Background: an optimization exercise with open tools, aiming at small area. Do not read the settings as production practice. RTL that was checked went through simulation tests only; none was proved equivalent to the original. Power is estimated from default activity; no workload was simulated.

// apb_slave_mem
module apb_slave_mem #(
  parameter int ADDR_WIDTH  = 16,
  parameter int DATA_WIDTH  = 32,
  parameter int MEM_DEPTH   = 64,
  parameter int RO_BASE     = 48,
  parameter int WAIT_STATES = 2
) (
  input  logic                  pclk,
  input  logic                  preset_n,
  input  logic                  psel,
  input  logic                  penable,
  input  logic                  pwrite,
  input  logic [ADDR_WIDTH-1:0] paddr,
  input  logic [DATA_WIDTH-1:0] pwdata,
  output logic [DATA_WIDTH-1:0] prdata,
  output logic                  pready,
  output logic                  pslverr
);
  logic [1:0] cnt;
  logic       setup;
  logic       in_rw;      
  logic       in_mem;     
  logic       addr_err;
  assign setup    = psel && !penable;
  assign in_mem   = ({1'b0, paddr} < (ADDR_WIDTH+1)'(MEM_DEPTH));
  assign in_rw    = ({1'b0, paddr} < (ADDR_WIDTH+1)'(RO_BASE));
  assign addr_err = pwrite ? !in_rw : !in_mem;
  assign pready  = preset_n && psel && penable && (cnt == 2'(WAIT_STATES + 1));
  assign pslverr = addr_err;
  always_ff @(posedge pclk) begin
    if (!preset_n || !psel) begin
      cnt <= 2'd0;
    end else if (!penable) begin
      cnt <= 2'd1;
    end else if (cnt == 2'(WAIT_STATES + 1)) begin
      cnt <= 2'd0;
    end else if (cnt != 2'd0) begin
      cnt <= cnt + 2'd1;
    end
  end
  apb_mem_array #(
    .DATA_WIDTH (DATA_WIDTH),
    .RINGS      (RO_BASE / 4)
  ) u_mem (
    .clk    (pclk),
    .rst_n  (preset_n),
    .we     (pready && pwrite && in_rw),
    .wring  (paddr[5:2]),
    .wslot  (paddr[1:0]),
    .wdata  (pwdata),
    .rvalid (in_rw),
    .rring  (paddr[5:2]),
    .rslot  (paddr[1:0]),
    .rdata  (prdata)
  );
endmodule
Size: ~2500 cells after synthesis, roughly 87 I/O pins, about 0.039 mm² of cells after synthesis.
==> module apb_mem_array, before the edit <==
module apb_mem_array #(
  parameter int DATA_WIDTH = 32,
  parameter int RINGS      = 12
) (
  input  logic                  clk,
  input  logic                  rst_n,
  input  logic                  we,
  input  logic [3:0]            wring,
  input  logic [1:0]            wslot,
  input  logic [DATA_WIDTH-1:0] wdata,    
  input  logic                  rvalid,
  input  logic [3:0]            rring,
  input  logic [1:0]            rslot,
  output logic [DATA_WIDTH-1:0] rdata
);
  localparam int W = DATA_WIDTH;
  logic [RINGS*W-1:0] p0, p1, p2, p3;
  logic [1:0]         u;           
  logic [1:0]         u_in;        
  logic [1:0]         clr_cnt;
  logic               clear;       
  logic               pend;
  logic [3:0]         pend_ring;
  logic [1:0]         pend_slot;
  logic [W-1:0]       wbuf;
  logic               now_ok;      
  logic               pend_go;     
  logic [RINGS-1:0]   ins;
  logic [W-1:0]       ins_data;
  assign u_in     = u - 2'd1;
  assign clear    = !rst_n || (clr_cnt != 2'd0);
  assign now_ok   = (wslot == u_in);
  assign pend_go  = pend && (pend_slot == u_in);
  assign ins_data = clear ? '0 : wbuf;
  always_comb begin
    for (int r = 0; r < RINGS; r++) begin
      ins[r] = clear ||
               (we   && now_ok && (wring == 4'(r))) ||
               (pend_go && (pend_ring == 4'(r)));
    end
  end
  always_ff @(posedge clk) begin
    for (int r = 0; r < RINGS; r++) begin
      p0[r*W +: W] <= ins[r] ? ins_data : p3[r*W +: W];
    end
    p1 <= p0;
    p2 <= p1;
    p3 <= p2;
  end
  always_ff @(posedge clk) begin
    if (!rst_n) begin
      u       <= 2'd0;
      clr_cnt <= 2'd3;
      pend    <= 1'b0;
    end else begin
      u <= u_in;
      if (clr_cnt != 2'd0) clr_cnt <= clr_cnt - 2'd1;
      if (we && !now_ok) begin
        pend      <= 1'b1;
        pend_ring <= wring;
        pend_slot <= wslot;
      end else if (pend_go) begin
        pend <= 1'b0;
      end
    end
  end
  always_ff @(posedge clk) begin
    if (!pend || pend_go) wbuf <= wdata;
  end
  logic [W-1:0] tap;
  logic [W-1:0] rcap;
  logic [W-1:0] rout;
  logic         rd_hit;
  always_comb begin
    tap = '0;
    for (int r = 0; r < RINGS; r++) begin
      if (rring == 4'(r)) tap = tap | p0[r*W +: W];
    end
  end
  assign rd_hit = (rslot == u);
  assign rout = ({W{rvalid &&  rd_hit}} & tap) |
                ({W{rvalid && !rd_hit}} & rcap);
  always_ff @(posedge clk) begin
    rcap <= rout;
  end
  assign rdata = rout;
endmodule
clock: 5.0 ns
lec_check: 0
cap_margin: 0
core_margin: 2
core_utilization: 40
slew_margin: 0
standard.sh (not shown) runs the stock make flow with config.mk's settings and CLKGATE_MAP_FILE= SYNTH_SCRIPT=/design/flow/synth_recipe.tcl, a recipe that flattens the netlist after the stock synthesis.
==> flow/flow/run.sh <==
#!/bin/bash
# Own layout flow: the standard ORFS flow (standard.sh), with
#  - synthesis: synth_recipe.tcl unchanged except that the final abc mapping
#    uses an area-oriented script (flow/area.abc) instead of abc_speed.script;
#    registers, flattening and renaming are as in the standard synthesis;
#  - CTS without dummy loads;
#  - CTS, port buffer and repair settings from the variables below.
# Each tool's full output stays in orfs/logs/; make's output goes to make.log.
set -euo pipefail
W=$(pwd)
mkdir -p "$W/areasynth"
# synth.tcl with its abc call replaced by flow/abc_call.tcl
awk -v f="$W/flow/abc_call.tcl" '
  /^  log_cmd abc \{\*\}\$abc_args$/ { while ((getline l < f) > 0) print l; next }
  { print }' "$FLOW_HOME/scripts/synth.tcl" > "$W/areasynth/synth_core.tcl"
grep -q AREA_ABC_SCRIPT "$W/areasynth/synth_core.tcl"
sed "s|^source \$::env(SCRIPTS_DIR)/synth.tcl\$|source $W/areasynth/synth_core.tcl|" \
  "$W/synth_recipe.tcl" > "$W/areasynth/synth.tcl"
grep -q "areasynth/synth_core.tcl" "$W/areasynth/synth.tcl"
export AREA_ABC_SCRIPT="$W/flow/area.abc"

CTS="-sink_clustering_enable -repair_clock_nets -dont_use_dummy_load"
[[ -n "${MY_CTS_EXTRA:-}" ]] && CTS="$CTS $MY_CTS_EXTRA"
source "$W/flow/knobs.sh"

bash "$W/standard.sh" \
  SYNTH_SCRIPT="$W/areasynth/synth.tcl" \
  CTS_ARGS="$CTS $CTS_EXTRA" \
  "${EXTRA_VARS[@]}" \
  finish > "$W/make.log" 2>&1
==> flow/flow/abc_call.tcl <==
  # Area-oriented mapping: the same abc arguments without the speed script
  # and delay target, and this folder's area.abc script instead.
  set area_abc_args {}
  set skip 0
  foreach a $abc_args {
    if { $skip } { set skip 0; continue }
    if { $a eq "-script" || $a eq "-D" } { set skip 1; continue }
    lappend area_abc_args $a
  }
  log_cmd abc -script $::env(AREA_ABC_SCRIPT) {*}$area_abc_args
==> flow/flow/area.abc <==
strash; dc2; dch; amap; topo
==> flow/flow/knobs.sh <==
CTS_EXTRA="-sink_clustering_size 20 -sink_clustering_max_diameter 60 -buf_list sky130_fd_sc_hd__clkbuf_8"
EXTRA_VARS=(BUFFER_PORTS_ARGS="-buffer_cell sky130_fd_sc_hd__buf_1" REMOVE_ABC_BUFFERS=1)
Change:
--- a/flow/design.v
+++ b/flow/design.v
@@ -37,17 +37,19 @@
   logic               pend;
   logic [3:0]         pend_ring;
   logic [1:0]         pend_slot;
   logic [W-1:0]       wbuf;
+  logic [W-1:0]       wsrc;        
   logic               now_ok;      
   logic               pend_go;     
   logic [RINGS-1:0]   ins;
   logic [W-1:0]       ins_data;
   assign u_in     = u - 2'd1;
   assign clear    = !rst_n || (clr_cnt != 2'd0);
   assign now_ok   = (wslot == u_in);
   assign pend_go  = pend && (pend_slot == u_in);
-  assign ins_data = clear ? '0 : wbuf;
+  assign wsrc     = pend ? wbuf : wdata;
+  assign ins_data = clear ? '0 : wsrc;
   always_comb begin
     for (int r = 0; r < RINGS; r++) begin
       ins[r] = clear ||
                (we   && now_ok && (wring == 4'(r))) ||
@@ -79,9 +81,9 @@
       end
     end
   end
   always_ff @(posedge clk) begin
-    if (!pend || pend_go) wbuf <= wdata;
+    wbuf <= wsrc;
   end
   logic [W-1:0] tap;
   logic [W-1:0] rcap;
   logic [W-1:0] rout;
What happened: Clock-buffer cell count went down by 2. Utilization barely changes. Setup slack gets better by 0.25 ns. Sequential power hardly moves. Die area is about the same. Design area hardly moves. Hold slack gets better by 0.023 ns. Final cell count increases by 1.5%. Global-route usage grows by 0.29 points.
For the second run of this note, only the layout was checked, not whether the RTL still works.

re-timing with driven ports:
In the flow no input, the clock included, has a driving cell. The finished layouts below were timed again as built, in two steps.
Step 1 assumes that a clkbuf_16 drives the clock port and a buf_2 every other input.
Step 2 adds t to the input delays and takes it off the output delays; t is the mean of the earliest and latest rising clock arrival at the registers after step 1. Input paths then give back, and output paths get back, about the clock's delay inside the block.
Slacks: no drivers / after step 1 / after step 2; pairs: no drivers / after step 1.
run	t, ns	setup slack, ns	worst setup path after step 2
the first run	0.761	0.219 / 0.199 / 0.199	input to output
the second run	0.765	0.464 / 0.442 / 0.442	input to output
After both steps setup and hold are still met in every run listed. The setup slack of the second run, which loses most, moves by -0.022 ns with the drivers and by -0.022 ns with both steps.
